From an optimization exercise on the open Yosys and OpenROAD flow, aimed at small area; shortcuts taken in it are not production practice. Where RTL was checked, it was by simulation tests only, not by an equivalence proof against the original. Function not checked in run 1: the RTL went through the layout flow alone. Power is estimated from default activity; no workload was simulated.

==> design.v <==
package keccak_pkg;
    localparam int LANE_W     = 64;
    localparam int STATE_W    = 1600;
    localparam int RATE       = 1088;
    localparam int RATE_WORDS = RATE / LANE_W;
    function automatic integer lane_slot(input integer i);
        lane_slot = 24 - 5 * (i % 5) - (i / 5);
    endfunction
    typedef enum logic [1:0] {
        SQ_IDLE      = 2'd0,
        SQ_STREAM    = 2'd1,
        SQ_WAIT_PERM = 2'd2
    } sq_state_e;
endpackage
import keccak_pkg::*;
module keccak_lane_unmap
(
    input  logic [STATE_W-1:0] state_in,
    output logic [RATE-1:0]    rate_out
);
    for (genvar i = 0; i < RATE_WORDS; i++) begin : g_word
        localparam int SLOT = 24 - 5 * (i % 5) - (i / 5);
        assign rate_out[i*LANE_W +: LANE_W] = state_in[SLOT*LANE_W +: LANE_W];
    end
    logic unused_capacity;
    assign unused_capacity = ^state_in;
endmodule
import keccak_pkg::*;
module keccak_squeeze
#(
    parameter int OUT_WORDS = 40
) (
    input  logic                clk,
    input  logic                rst_n,
    input  logic                start,
    input  logic [STATE_W-1:0]  state_in,
    output logic                perm_req,
    input  logic                perm_done,
    output logic [LANE_W-1:0]   dout,
    output logic                dout_valid,
    input  logic                dout_ready,
    output logic                dout_last,
    output logic                busy,
    output logic                done
);
    localparam int LAST_BLK = (OUT_WORDS - 1) / RATE_WORDS;
    localparam int LAST_WRD = (OUT_WORDS - 1) % RATE_WORDS;
    localparam int BLK_W    = (LAST_BLK < 2) ? 1 : (LAST_BLK < 4) ? 2 : (LAST_BLK < 8) ? 3 : 4;
    logic [RATE-1:0]       rate_vec;
    logic [RATE-1:0]       buf_q;
    logic [RATE_WORDS-1:0] sel_q;
    logic [BLK_W-1:0]      blk_q;
    logic                  busy_q, wait_q, perm_req_q, done_q;
    logic                  cap_start, cap_perm, load, handshake, last_blk, is_last;
    for (genvar i = 0; i < RATE_WORDS; i++) begin : g_word
        localparam int SLOT = 24 - 5 * (i % 5) - (i / 5);
        assign rate_vec[i*LANE_W +: LANE_W] = state_in[SLOT*LANE_W +: LANE_W];
    end
    assign cap_start  = ~busy_q & start;
    assign cap_perm   = wait_q & perm_done;
    assign dout_valid = busy_q & ~wait_q;
    assign handshake  = dout_valid & dout_ready;
    assign last_blk   = (blk_q == BLK_W'(LAST_BLK));
    assign is_last    = sel_q[LAST_WRD] & last_blk;
    assign dout_last  = is_last;
    assign busy       = busy_q;
    assign perm_req   = perm_req_q;
    assign done       = done_q;
    localparam int GROUPS = RATE_WORDS / 3;
    localparam int REST   = RATE_WORDS - 3 * GROUPS;
    logic [GROUPS*LANE_W-1:0] grp_n;
    for (genvar g = 0; g < GROUPS; g++) begin : g_grp
        keccak_sel_aoi #(.N(3)) u_aoi (
            .words (buf_q[3*g*LANE_W +: 3*LANE_W]),
            .sel   (sel_q[3*g +: 3]),
            .y_n   (grp_n[g*LANE_W +: LANE_W])
        );
    end
    keccak_sel_tail #(.N(GROUPS), .M(REST)) u_tail (
        .a_n   (grp_n),
        .words (buf_q[3*GROUPS*LANE_W +: REST*LANE_W]),
        .sel   (sel_q[3*GROUPS +: REST]),
        .y     (dout)
    );
    assign load = ~busy_q | cap_perm;
    always_ff @(posedge clk) begin
        if (load) buf_q <= rate_vec;
    end
    always_ff @(posedge clk) begin
        if (cap_start)     blk_q <= '0;
        else if (cap_perm) blk_q <= blk_q + 1'b1;
    end
    always_ff @(posedge clk or negedge rst_n) begin
        if (!rst_n) begin
            sel_q      <= '0;
            busy_q     <= 1'b0;
            wait_q     <= 1'b0;
            perm_req_q <= 1'b0;
            done_q     <= 1'b0;
        end else begin
            perm_req_q <= handshake & sel_q[RATE_WORDS-1] & ~is_last;
            done_q     <= handshake & is_last;
            if (cap_start | cap_perm) begin
                sel_q <= RATE_WORDS'(1);
            end else if (handshake) begin
                sel_q <= is_last ? '0 : {sel_q[RATE_WORDS-2:0], 1'b0};
            end
            if (cap_start)
                busy_q <= 1'b1;
            else if (handshake & is_last)
                busy_q <= 1'b0;
            if (cap_perm)
                wait_q <= 1'b0;
            else if (handshake & sel_q[RATE_WORDS-1] & ~is_last)
                wait_q <= 1'b1;
        end
    end
endmodule
module keccak_sel_aoi
#(
    parameter int N = 3
) (
    input  logic [N*LANE_W-1:0] words,
    input  logic [N-1:0]        sel,
    output logic [LANE_W-1:0]   y_n
);
    always_comb begin
        y_n = '1;
        for (int k = 0; k < N; k++)
            y_n = y_n & ~(words[k*LANE_W +: LANE_W] & {LANE_W{sel[k]}});
    end
endmodule
module keccak_sel_tail
#(
    parameter int N = 5,
    parameter int M = 2
) (
    input  logic [N*LANE_W-1:0] a_n,
    input  logic [M*LANE_W-1:0] words,
    input  logic [M-1:0]        sel,
    output logic [LANE_W-1:0]   y
);
    always_comb begin
        y = '1;
        for (int k = 0; k < N; k++)
            y = y & a_n[k*LANE_W +: LANE_W];
        y = ~y;
        for (int k = 0; k < M; k++)
            y = y | (words[k*LANE_W +: LANE_W] & {LANE_W{sel[k]}});
    end
endmodule
==> flow/run.sh <==
#!/bin/bash
set -euo pipefail
bash standard.sh \
  "BUFFER_PORTS_ARGS=-buffer_cell sky130_fd_sc_hd__buf_1" \
  "CTS_ARGS=-sink_clustering_enable -repair_clock_nets -dont_use_dummy_load -buf_list {sky130_fd_sc_hd__clkbuf_4 sky130_fd_sc_hd__clkbuf_8}" \
  finish > standard_flow.log 2>&1
==> standard.sh <==
#!/bin/bash
# synth_recipe.tcl (not shown) runs the flow's synth.tcl, then flattens the netlist and writes it again
# the make line also repeats each setting of config.mk as NAME=value (left out here)
make -C /OpenROAD-flow-scripts/flow DESIGN_CONFIG=/design/flow/config.mk WORK_HOME=/design/flow/orfs CLKGATE_MAP_FILE= SYNTH_SCRIPT=/design/flow/synth_recipe.tcl "${@:-finish}"
==> config.mk <==
export PLATFORM = sky130hd
export DESIGN_NAME = keccak_squeeze
export DESIGN_NICKNAME = keccak_squeeze
export VERILOG_FILES = /design/flow/design.v
export SDC_FILE = /design/flow/constraint.sdc
export NUM_CORES = 4
export LEC_CHECK = 0
export CAP_MARGIN = 20
export CORE_AREA = 4 4 1096 76
export DIE_AREA = 0 0 1100 80
export SLEW_MARGIN = 20
export SYNTH_HIERARCHICAL = 1
==> constraint.sdc <==
create_clock -name core_clock -period 6.0 [get_ports {clk}]
set_input_delay 1.2000 -clock core_clock [delete_from_list [all_inputs] [get_ports {clk}]]
set_output_delay 1.2000 -clock core_clock [all_outputs]
set_load 0.01 [all_outputs]
==> impl_metrics.json, run 1 <==
{
  "fin_cells": 4150,
  "post_cts_buffers": 0,
  "post_cts_resized": 0,
  "clock_latency_ps": 950,
  "dieArea_mm2": 0.08800,
  "dieHeight_um": 80,
  "tns_ps": 0,
  "fin_nets": 4683,
  "io_pins": 1674,
  "synth_cells": 1882,
  "ir_drop_v": 0.0001767,
  "netlist_area_mm2": 0.03951,
  "num_rows": 25,
  "grt_pass1_wl_um": 180600,
  "hold_buffers": 0,
  "yosysSeqAreaShare_pct": 84.12,
  "grt-ovfl-total": 0,
  "syn_area_per_cell_um2": 20.99,
  "yosys_warnings": 9,
  "firstDrtPassIters": 10,
  "area_delta_synth_final_pct": 16.59,
  "routed_via_density": 6.190,
  "initial_core_util_pct": 53.23,
  "ys_seq_elements": 1111,
  "cts.root.buffer_cell": "clkbuf_8",
  "cts_tree": "yes",
  "coreArea_mm2": 0.07423,
  "max_freq_mhz": 208.6,
  "synth.net_count": 3488,
  "grt_use_met1_pct": 43.44,
  "outcome": "complete, no violations",
  "placedCellCount": 4038,
  "p_leak_uw": 0.01456,
  "antenna_found_initial": 16,
  "path_max_fanout": 34,
  "final_cell_mix": "1160 x buf_1, 1088 x edfxtp_1, 320 x a222oi_1, 102 x clkbuf_8, 81 x nand2_1",
  "htreeDepth": 3,
  "ys_types": 26,
  "drt_iter0_drc": 4863,
  "multi_input_area_mm2": 0.005104,
  "grt_max_degree": 142,
  "drc_errors": 0,
  "slew_headroom_pct": 30.58,
  "powerDensity_mw_per_mm2": 359.1,
  "ant_nets": 0,
  "finalPower_uw": 16540,
  "clock-sinks": 1111,
  "vias": 25689,
  "critPathArrivalTime_ps": 3590,
  "worstMarginPinSlew_ps": 1041,
  "startpoint_type": "flip-flop",
  "avgRoutedWirePerCell_um": 31.81,
  "setup_violations": 0,
  "rsz0062_at_grt": "no",
  "clk_pin_slew_ps": 100,
  "regArea_mm2": 0.03330,
  "fin_crit_ps": 4793,
  "dp_hpwl_um": 93200,
  "grt_pass1_vias": 25510,
  "slew_violations": 0,
  "clockBufferDepth": 4,
  "gp_congestion": 0.8588,
  "layout_commonest_cell": "buf_1",
  "finalHoldWorstSlack_ps": 250.3,
  "min_period_over_period_pct": 79.89,
  "cap_violations": 0,
  "grtUsageTotal_pct": 29.27,
  "met3_usage_pct": 14.32,
  "num-fill-cells": 5574,
  "hold_class": "in -> async",
  "port_buffers": 1161,
  "final-hold-violation-count": 0,
  "cp-end-kind": "output port",
  "wirelength_um": 132000,
  "drive_above_1_share_pct": 6.016,
  "critPathKind": "reg -> out",
  "required_ps": 4800,
  "die_x_um": 1100,
  "grtUsageMet2_pct": 39.20,
  "top_usage_layer": "met1",
  "finClkSkew_ps": 72.37,
  "cts_made_buffers": 102
}
## Yosys cell counts
| cell | number | area (µm²) |
|---|---|---|
| edfxtp_1 | 1088 | 32670 |
| a222oi_1 | 320 | 3203 |
| nand2_1 | 83 | 311.6 |
| nor2b_2 | 1 | 8.760 |
| and2b_2 | 1 | 8.760 |
| buf_6 | 86 | 968.4 |
| nor2_1 | 4 | 15.01 |
| nand3b_1 | 1 | 7.510 |
| a311oi_1 | 1 | 8.760 |
| nand3_1 | 79 | 395.4 |
| dfxtp_1 | 2 | 40.04 |
| and3_4 | 1 | 11.26 |
| xnor2_1 | 1 | 8.760 |
| a22o_1 | 60 | 525.5 |
| dfrtp_1 | 21 | 525.5 |
| or3_1 | 64 | 400.4 |
| nand3b_2 | 1 | 11.26 |
| ha_1 | 1 | 12.51 |
| buf_8 | 1 | 15.01 |
| a21o_1 | 3 | 22.52 |
| and3b_1 | 1 | 8.760 |
| inv_1 | 3 | 11.26 |
| a21oi_1 | 17 | 85.08 |
| buf_4 | 1 | 7.510 |
| buf_2 | 37 | 185.2 |
| a22o_2 | 4 | 40.04 |
## power breakdown
group / total, µW / switching (µW) / internal, µW
registers: 9350 / 341 / 9010
clock network: 4360 / 2830 / 1520
logic: 2840 / 1840 / 992
total: 16500 / 5020 / 11500
## registers in the layout, summed over array words and instances (netlist names)
name	flops
wait_q	1
done_q	1
buf_q	1088
blk_q	2
busy_q	1
perm_req_q	1
sel_q	17
## worst max-delay path, cell delays in order (launching register included)
cell and delay, ps:
dfrtp_4 760, buf_4 440, a222oi_1 490, nand3_1 360, or3_1 410, buf_1 150
## metal layers
metal  share of wire [%]  up-vias
li1                    -    10603
met1                  43    13148
met2                  41     1751
met3                  15      165
met4                 1.0       22
met5                0.10        -
## per-stage QoR
stage	cell area [µm²]	setup WS, ps	util, %
floorplan	39530	40.24	-
global placement	44600	2274	60.09
detailed placement	44600	2221	60.09
CTS	46000	1200	61.98
global route	46040	1100	62.03
finish	46060	1207	62.06
## cell type report
cell class,count,area share [%]
clock buffer,102,3.048
timing repair buffer,1216,10.61
tap,1066,2.896
multi-input combinational,643,11.08
antenna,9,0.04889
sequential,1111,72.29
inverter,3,0.02445
## path summary, 6_finish.rpt
kind / cells after the start / slack [ps] / startpoint / end
worst max-delay path: 5 / 1210 / sel_q[7] / dout[2]
worst min-delay path: 1 / 250 / rst_n / sel_q[9]
worst max register to register: 3 / 3370 / wait_q / buf_q[552]
worst min register to register: 2 / 530 / blk_q[1] / blk_q[1]
max in group asynchronous: 1 / 5300 / rst_n / sel_q[0]
min in group core_clock: 1 / 420 / state_in[1095] / buf_q[711]
## cells by family (layout without fill, tap and decap cells)
group	Yosys count	count (layout)	share of synthesized area [%]
AO/OA/AOI/OAI	405	405	9.833
AND/OR/NAND/NOR	236	236	2.983
other	0	9	0
buffers and inverters	128	1321	3.005
adder cells (fa/ha/maj)	1	1	0.03166
XOR/XNOR	1	1	0.02217
flip-flops	1111	1111	84.12
==> run 2, diff against run 1 <==
--- a/design.v
+++ b/design.v
@@ -78,4 +78,9 @@
     end
-    keccak_sel_tail #(.N(GROUPS), .M(REST)) u_tail (
-        .a_n   (grp_n),
+    logic [LANE_W-1:0] grp_or;
+    keccak_sel_nand #(.N(GROUPS)) u_nand (
+        .a_n (grp_n),
+        .y   (grp_or)
+    );
+    keccak_sel_tail #(.M(REST)) u_tail (
+        .a     (grp_or),
         .words (buf_q[3*GROUPS*LANE_W +: REST*LANE_W]),
@@ -134,8 +139,20 @@
 #(
-    parameter int N = 5,
     parameter int M = 2
 ) (
-    input  logic [N*LANE_W-1:0] a_n,
+    input  logic [LANE_W-1:0]   a,
     input  logic [M*LANE_W-1:0] words,
     input  logic [M-1:0]        sel,
+    output logic [LANE_W-1:0]   y
+);
+    always_comb begin
+        y = a;
+        for (int k = 0; k < M; k++)
+            y = y | (words[k*LANE_W +: LANE_W] & {LANE_W{sel[k]}});
+    end
+endmodule
+module keccak_sel_nand
+#(
+    parameter int N = 6
+) (
+    input  logic [N*LANE_W-1:0] a_n,
     output logic [LANE_W-1:0]   y
@@ -147,4 +164,2 @@
         y = ~y;
-        for (int k = 0; k < M; k++)
-            y = y | (words[k*LANE_W +: LANE_W] & {LANE_W{sel[k]}});
     end
==> run 2 against run 1 <==
- global-route usage is 0.34 points lower
- non-clock buffer count is 9 lower
- worst setup slack better by 43 ps
- clock skew is 21 ps lower
- first-iteration DRC count is 3.1% lower
- final cell count is 2.0% lower
- critical path type unchanged
- routed wire length is 1.4% lower
- via count is 0.94% lower
- hold slack better by 9.8 ps
- still clean
- total power is 2.5% higher
- clock power hardly changed
==> impl_metrics.json, run 2 <==
{
  "outcome": "complete, no violations",
  "grt_max_degree": 131,
  "fin_cells": 4068,
  "layout_commonest_cell": "buf_1",
  "required_ps": 4800,
  "clock-sinks": 1111,
  "post_cts_resized": 0,
  "clk_pin_slew_ps": 100,
  "cp-end-kind": "output port",
  "synth_adder_area_share_pct": 0.03180,
  "slew_violations": 0,
  "coreArea_mm2": 0.07423,
  "synth_compound_area_share_pct": 10.07,
  "synth-simple-area-share_pct": 2.385,
  "setup_violations": 0,
  "synth_cells": 1818,
  "yosysTopAreaCell": "edfxtp_1",
  "largest_register_ffs": 1088,
  "top_regs": "buf_q (1088), sel_q (17), blk_q (2)",
  "post_cts_buffers": 0,
  "cts_made_buffers": 101,
  "ys_types": 25,
  "min_period_over_period_pct": 79.17,
  "yosysSeqAreaShare_pct": 84.48,
  "worstMarginPinSlew_ps": 1218,
  "clockBufferDepth": 4,
  "finClkSkew_ps": 51.38,
  "path_max_fanout": 35,
  "vias": 25447,
  "synth_xor_area_share_pct": 0.02226,
  "die_x_um": 1100,
  "largest-register": "buf_q",
  "placedCellCount": 3966,
  "synth_top_family_by_area": "compound AO/OA/AOI/OAI gates",
  "hold_class": "in -> async",
  "synth_top_flop_cell": "edfxtp_1",
  "async_flop_share_pct": 1.890,
  "grtUsageTotal_pct": 28.92,
  "synthTopCellsByCount": "1088 x edfxtp_1, 320 x a222oi_1, 86 x buf_6",
  "critPathKind": "reg -> out",
  "dieArea_mm2": 0.08800,
  "slowest_delay_ps": 740,
  "drt_iter0_drc": 4714,
  "wirelength_um": 130200,
  "synthTopCellsByArea": "edfxtp_1 83%, a222oi_1 8.1%, buf_6 2.5%",
  "syn_area_per_cell_um2": 21.64,
  "num_rows": 25,
  "synth_top_area_share_pct": 83.04,
  "ant_nets": 0,
  "routed_via_density": 6.255,
  "rsz0062_at_grt": "no",
  "ys_seq_elements": 1111,
  "clock_latency_ps": 930,
  "grt_pass1_vias": 25147,
  "yosys-mux-area-fraction_pct": 0,
  "final-hold-violation-count": 0,
  "startpoint_type": "flip-flop",
  "cts_tree": "yes",
  "synth.net_count": 3424,
  "htreeDepth": 3,
  "cts.root.buffer_cell": "clkbuf_8",
  "p_leak_uw": 0.01379,
  "drc_errors": 0,
  "avgRoutedWirePerCell_um": 32.00,
  "grt-ovfl-total": 0,
  "port_buffers": 1161,
  "drive_above_1_share_pct": 5.698,
  "io_pins": 1674,
  "slew_headroom_pct": 18.83,
  "synth-edff-count": 1088,
  "grt_pass1_wl_um": 178000,
  "max_freq_mhz": 210.5,
  "tns_ps": 0,
  "critPathArrivalTime_ps": 3550,
  "firstDrtPassIters": 9,
  "fin_crit_ps": 4750,
  "ir_drop_v": 0.0001642,
  "worstPathCellList": "buf_4 > a222oi_1 > and3_1 > nand3_1 > a221o_1 > buf_1",
  "cap_violations": 0,
  "initial_core_util_pct": 53.00,
  "num-fill-cells": 5604,
  "yosys_warnings": 10,
  "dp_hpwl_um": 92910,
  "fin_nets": 4609,
  "area_delta_synth_final_pct": 16.36,
  "antenna_found_initial": 17,
  "final_cell_mix": "1160 x buf_1, 1088 x edfxtp_1, 320 x a222oi_1, 101 x clkbuf_8, 79 x nand3_1",
  "hold_buffers": 0,
  "synth_most_common_cell": "edfxtp_1",
  "netlist_area_mm2": 0.03934,
  "cp_slowest_cell": "dfrtp_4",
  "gp_congestion": 0.8277,
  "powerDensity_mw_per_mm2": 370.4,
  "dieHeight_um": 80
}
## run 2: metal layers
layer	GRT usage [%]	vias up	share of wire, %
met4	3.177	28	0.90
li1	-	10440	-
met5	0	-	0.14
met3	12.70	139	15
met2	39.74	1716	41
met1	43.28	13124	43
## run 2: final timing paths
path                           startpoint         end  slack (ps)  cells past startpoint
max                              sel_q[3]     dout[2]        1250                      6
min                                 rst_n    sel_q[1]         260                      1
max reg2reg                        wait_q  buf_q[839]        3420                      3
min reg2reg                      blk_q[1]    blk_q[1]         530                      2
max in group asynchronous           rst_n   sel_q[11]        5310                      1
min in group core_clock    state_in[1180]  buf_q[412]         430                      1
## run 2: layout make-up
type                            count  area [µm²]  area share (%)
Antenna cell                        1       2.502        0.005466
Clock buffer                      101        1390           3.036
Inverter                            3       11.26         0.02460
Multi-Input combinational cell    579        4938           10.79
Sequential cell                  1111       33300           72.74
Tap cell                         1066        1334           2.913
Timing Repair Buffer             1207        4805           10.49
## run 2: per-stage QoR
step / power (µW) / instance area [µm²] / hold slack, ps / utilization, % / setup slack [ps]
2_1_floorplan: 11380 / 39360 / 488.3 / - / 40.24
3_3_place_gp: 12660 / 44390 / 499.8 / 59.80 / 2247
3_5_place_dp: 12710 / 44390 / 521.0 / 59.80 / 2248
4_1_cts: 16950 / 45780 / 358.9 / 61.67 / 1247
5_1_grt: 17650 / 45780 / 215.9 / 61.67 / 1060
6_report: 16960 / 45780 / 260.1 / 61.68 / 1250
## run 2: worst max-delay path: cells and delay by family (launching register included)
kind | cells | cell delay (ps)
flip-flops | 1 | 740
AND/OR/NAND/NOR | 2 | 510
buffers and inverters | 2 | 540
AO/OA/AOI/OAI | 2 | 760
## run 2: power by group
| group | internal [µW] | total [µW] | switching [µW] | leakage [µW] |
|---|---|---|---|---|
| logic | 1270 | 3240 | 1980 | 0.00300 |
| registers | 9010 | 9390 | 378 | 0.0101 |
| clock network | 1510 | 4330 | 2810 | 0.000726 |
| total | 11800 | 17000 | 5170 | 0.0138 |
## run 2: logic make-up (layout without fill, tap and decap cells)
kind of cell / after synthesis / after routing
AOI/OAI and AO/OA: 405 / 405
xor gates and xnor gates: 1 / 1
adders and majority gates: 1 / 1
buffers and inverters: 128 / 1311
DFF: 1111 / 1111
other: 0 / 1
and+or+nand+nor: 172 / 172
==> run 3, diff against run 2 <==
--- a/config.mk
+++ b/config.mk
@@ -8,4 +8,4 @@
 export CAP_MARGIN = 20
-export CORE_AREA = 4 4 1096 76
-export DIE_AREA = 0 0 1100 80
+export CORE_AREA = 4 4 696 466
+export DIE_AREA = 0 0 700 470
 export SLEW_MARGIN = 20
==> run 3 against run 2 <==
- flip-flop and latch count unchanged
- synthesized cell count unchanged
- sequential share of layout area down 7.8 points
- area after synthesis unchanged
- sequential power about the same
- worst setup slack worse by 160 ps
- maximum frequency down 3.4%
- die area rose to 3.7 times the previous value
- combinational power up 17%
- clock skew up 61 ps
- non-clock buffer count up 31
- clock power up 27%
- largest cell class unchanged
- largest power group unchanged
==> impl_metrics.json, run 3 <==
{
  "outcome": "complete, no violations",
  "final_area_mm2": 0.05131,
  "wirelength_um": 214400,
  "worstMarginPinSlew_ps": 1187,
  "p_seq_share_pct": 50.4,
  "top_regs": "buf_q (1088), sel_q (17), blk_q (2)",
  "synth_most_common_cell": "edfxtp_1",
  "ys_seq_elements": 1111,
  "fin_crit_ps": 4915,
  "slew_violations": 0,
  "grt-ovfl-total": 0,
  "grt_max_degree": 158,
  "drive_above_1_share_pct": 9.062,
  "antenna_found_initial": 209,
  "clock_latency_ps": 880,
  "switching_share_pct": 30.37,
  "die_x_um": 700,
  "setup_violations": 0,
  "grt_pass1_wl_um": 266200,
  "clockBufferDepth": 4,
  "synth_top_flop_cell": "edfxtp_1",
  "multi_input_area_mm2": 0.004938,
  "cts_made_buffers": 181,
  "yosysTopAreaCell": "edfxtp_1",
  "synthTopCellsByArea": "edfxtp_1 83%, a222oi_1 8.1%, buf_6 2.5%",
  "htreeDepth": 4,
  "post_cts_buffers": 0,
  "cp-end-kind": "output port",
  "vias": 26952,
  "async_flop_share_pct": 1.890,
  "internal_power_uw": 13000,
  "drt_iter0_drc": 4637,
  "r2r_setup_slack_ps": 3200,
  "dp_hpwl_um": 172700,
  "num_rows": 169,
  "cap_violations": 0,
  "power_frac_clock_pct": 29.4,
  "grt_use_met1_pct": 14.38,
  "grtUsageTotal_pct": 12.39,
  "rsz0062_at_grt": "no",
  "cts.root.buffer_cell": "clkbuf_8",
  "area_delta_synth_final_pct": 30.41,
  "netlist_area_mm2": 0.03934,
  "min_period_over_period_pct": 81.92,
  "p_leak_uw": 0.01451,
  "hold_buffers": 0,
  "required_ps": 4800,
  "ys_types": 25,
  "synth_cells": 1818,
  "critPathArrivalTime_ps": 3720,
  "yosys_warnings": 10,
  "grt_pass1_vias": 26605,
  "firstDrtPassIters": 10,
  "clock-sinks": 1111,
  "io_pins": 1674,
  "largest-register": "buf_q",
  "hold_class": "in -> async",
  "placed_area_mm2": 0.04862,
  "synthTopCellsByCount": "1088 x edfxtp_1, 320 x a222oi_1, 86 x buf_6",
  "grtUsageMet2_pct": 19.49,
  "regArea_mm2": 0.03330,
  "final-hold-violation-count": 0,
  "post_cts_resized": 0,
  "tns_ps": 0,
  "initial_core_util_pct": 12.37,
  "final_cell_mix": "1160 x buf_1, 1088 x edfxtp_1, 320 x a222oi_1, 181 x clkbuf_8, 79 x nand3_1",
  "clk_pin_slew_ps": 60,
  "layout_commonest_cell": "buf_1",
  "powerDensity_mw_per_mm2": 363.9,
  "port_buffers": 1161,
  "synth_top_area_share_pct": 83.04,
  "finClkSkew_ps": 112.8,
  "power_frac_comb_pct": 20.3,
  "dieArea_mm2": 0.3290,
  "ir_drop_v": 0.0002641,
  "routed_via_density": 3.612,
  "coreArea_mm2": 0.3180,
  "synth.net_count": 3424,
  "slew_headroom_pct": 20.87,
  "drc_errors": 0,
  "syn_area_per_cell_um2": 21.64,
  "critPathKind": "reg -> out",
  "ant_nets": 0,
  "largest_register_ffs": 1088,
  "path_max_fanout": 30,
  "avgRoutedWirePerCell_um": 28.73,
  "num-fill-cells": 35015,
  "met3_usage_pct": 5.927,
  "yosysSeqAreaShare_pct": 84.48,
  "top_usage_layer": "met2",
  "startpoint_type": "flip-flop",
  "gp_congestion": 0.9446,
  "p_sw_uw": 5670,
  "dieHeight_um": 470,
  "finalHoldWorstSlack_ps": 296.7,
  "max_freq_mhz": 203.4,
  "cts_tree": "yes",
  "synth-edff-count": 1088,
  "fin_nets": 4720
}
==> run 3: cell counts after synthesis <==
Identical to the previous run, type by type.
==> run 3: worst paths after layout <==
kind                            cells after the start         end            from
worst min register to register                      2    blk_q[1]        blk_q[1]
worst min-delay path                                1      done_q           rst_n
worst max-delay path                                6    dout[25]        sel_q[0]
min in group core_clock                             1  buf_q[383]  state_in[1535]
max in group asynchronous                           1    sel_q[4]           rst_n
worst max register to register                      4      wait_q        sel_q[5]
==> run 3: power by group through the flow <==
stage	Clock (µW)	Sequential (µW)	Combinational (µW)
floorplan	0	9370	2010
global placement	0	9560	3810
detailed placement	0	9580	3810
CTS	5690	9420	3820
global route	6040	9440	4020
finish	5480	9400	3780
==> run 3: cell type report <==
| type | instances | share of cell area, % |
|---|---|---|
| antenna | 75 | 0.3658 |
| clock buffer | 181 | 4.855 |
| inverter | 3 | 0.02195 |
| multi-input combinational | 579 | 9.625 |
| sequential | 1111 | 64.90 |
| tap | 4275 | 10.43 |
| timing repair buffer | 1238 | 9.803 |
==> run 3: stage by stage <==
stage | util (%) | setup slack [ps] | instances | total power (µW)
after global routing | 16.11 | 908.9 | 7426 | 19490
after global placement | 15.29 | 1672 | 7203 | 13370
after detailed placement | 15.29 | 1798 | 7205 | 13380
after floorplan | - | 40.24 | 1818 | 11380
final | 16.13 | 1085 | 7462 | 18670
after CTS | 16.07 | 759.1 | 7386 | 18930
==> run 3: routing by layer <==
layer	wire length [µm]	part of all wire (%)	up-vias
met4	10240	4.8	116
met5	749	0.35	-
met3	29770	14	534
met2	96600	45	1978
met1	77020	36	13559
li1	-	-	10765
==> run 3: worst max-delay path, stage by stage (launching register included) <==
cell      delay, ps
dfrtp_4         670
buf_4           380
a222oi_1        760
and3_1          360
nand3_1         100
a221o_1         310
buf_1           140
==> run 3: logic make-up (layout without fill, tap and decap cells) <==
kind of cell | Yosys count | count (layout) | share of synthesized area [%]
buffers and inverters | 128 | 1422 | 3.018
flip-flops | 1111 | 1111 | 84.48
other | 0 | 75 | 0
AO/OA/AOI/OAI | 405 | 405 | 10.07
AND/OR/NAND/NOR | 172 | 172 | 2.385
XOR/XNOR | 1 | 1 | 0.02227
adder cells (fa/ha/maj) | 1 | 1 | 0.03180

## re-timing with driven ports
How much do the figures lean on ideal ports? The routed layouts below were timed once more, with nothing changed but the port constraints.
Step 1 (the two cells are an assumption about what drives the block):
set clk [get_ports {clk}]
set_driving_cell -lib_cell sky130_fd_sc_hd__clkbuf_16 $clk
set_driving_cell -lib_cell sky130_fd_sc_hd__buf_2 [delete_from_list [all_inputs] $clk]
Step 2 moves the port delays by t, midway between the first and last clock arrival at a register: inputs arrive t later, outputs are due t later. That takes back most of the time a late clock gives input paths.
a / b / c = no drivers / after step 1 / after step 2; a / b = the first two.
run	t (ns)	slack for setup (ns)	worst register clock-pin slew, ns
run 1	0.986	1.207 / 1.127 / 2.114	0.12 / 0.12
run 2	0.975	1.250 / 1.168 / 2.143	0.11 / 0.11
run 3	0.956	1.085 / 0.989 / 1.945	0.07 / 0.07
After both steps every run listed still meets setup and hold.
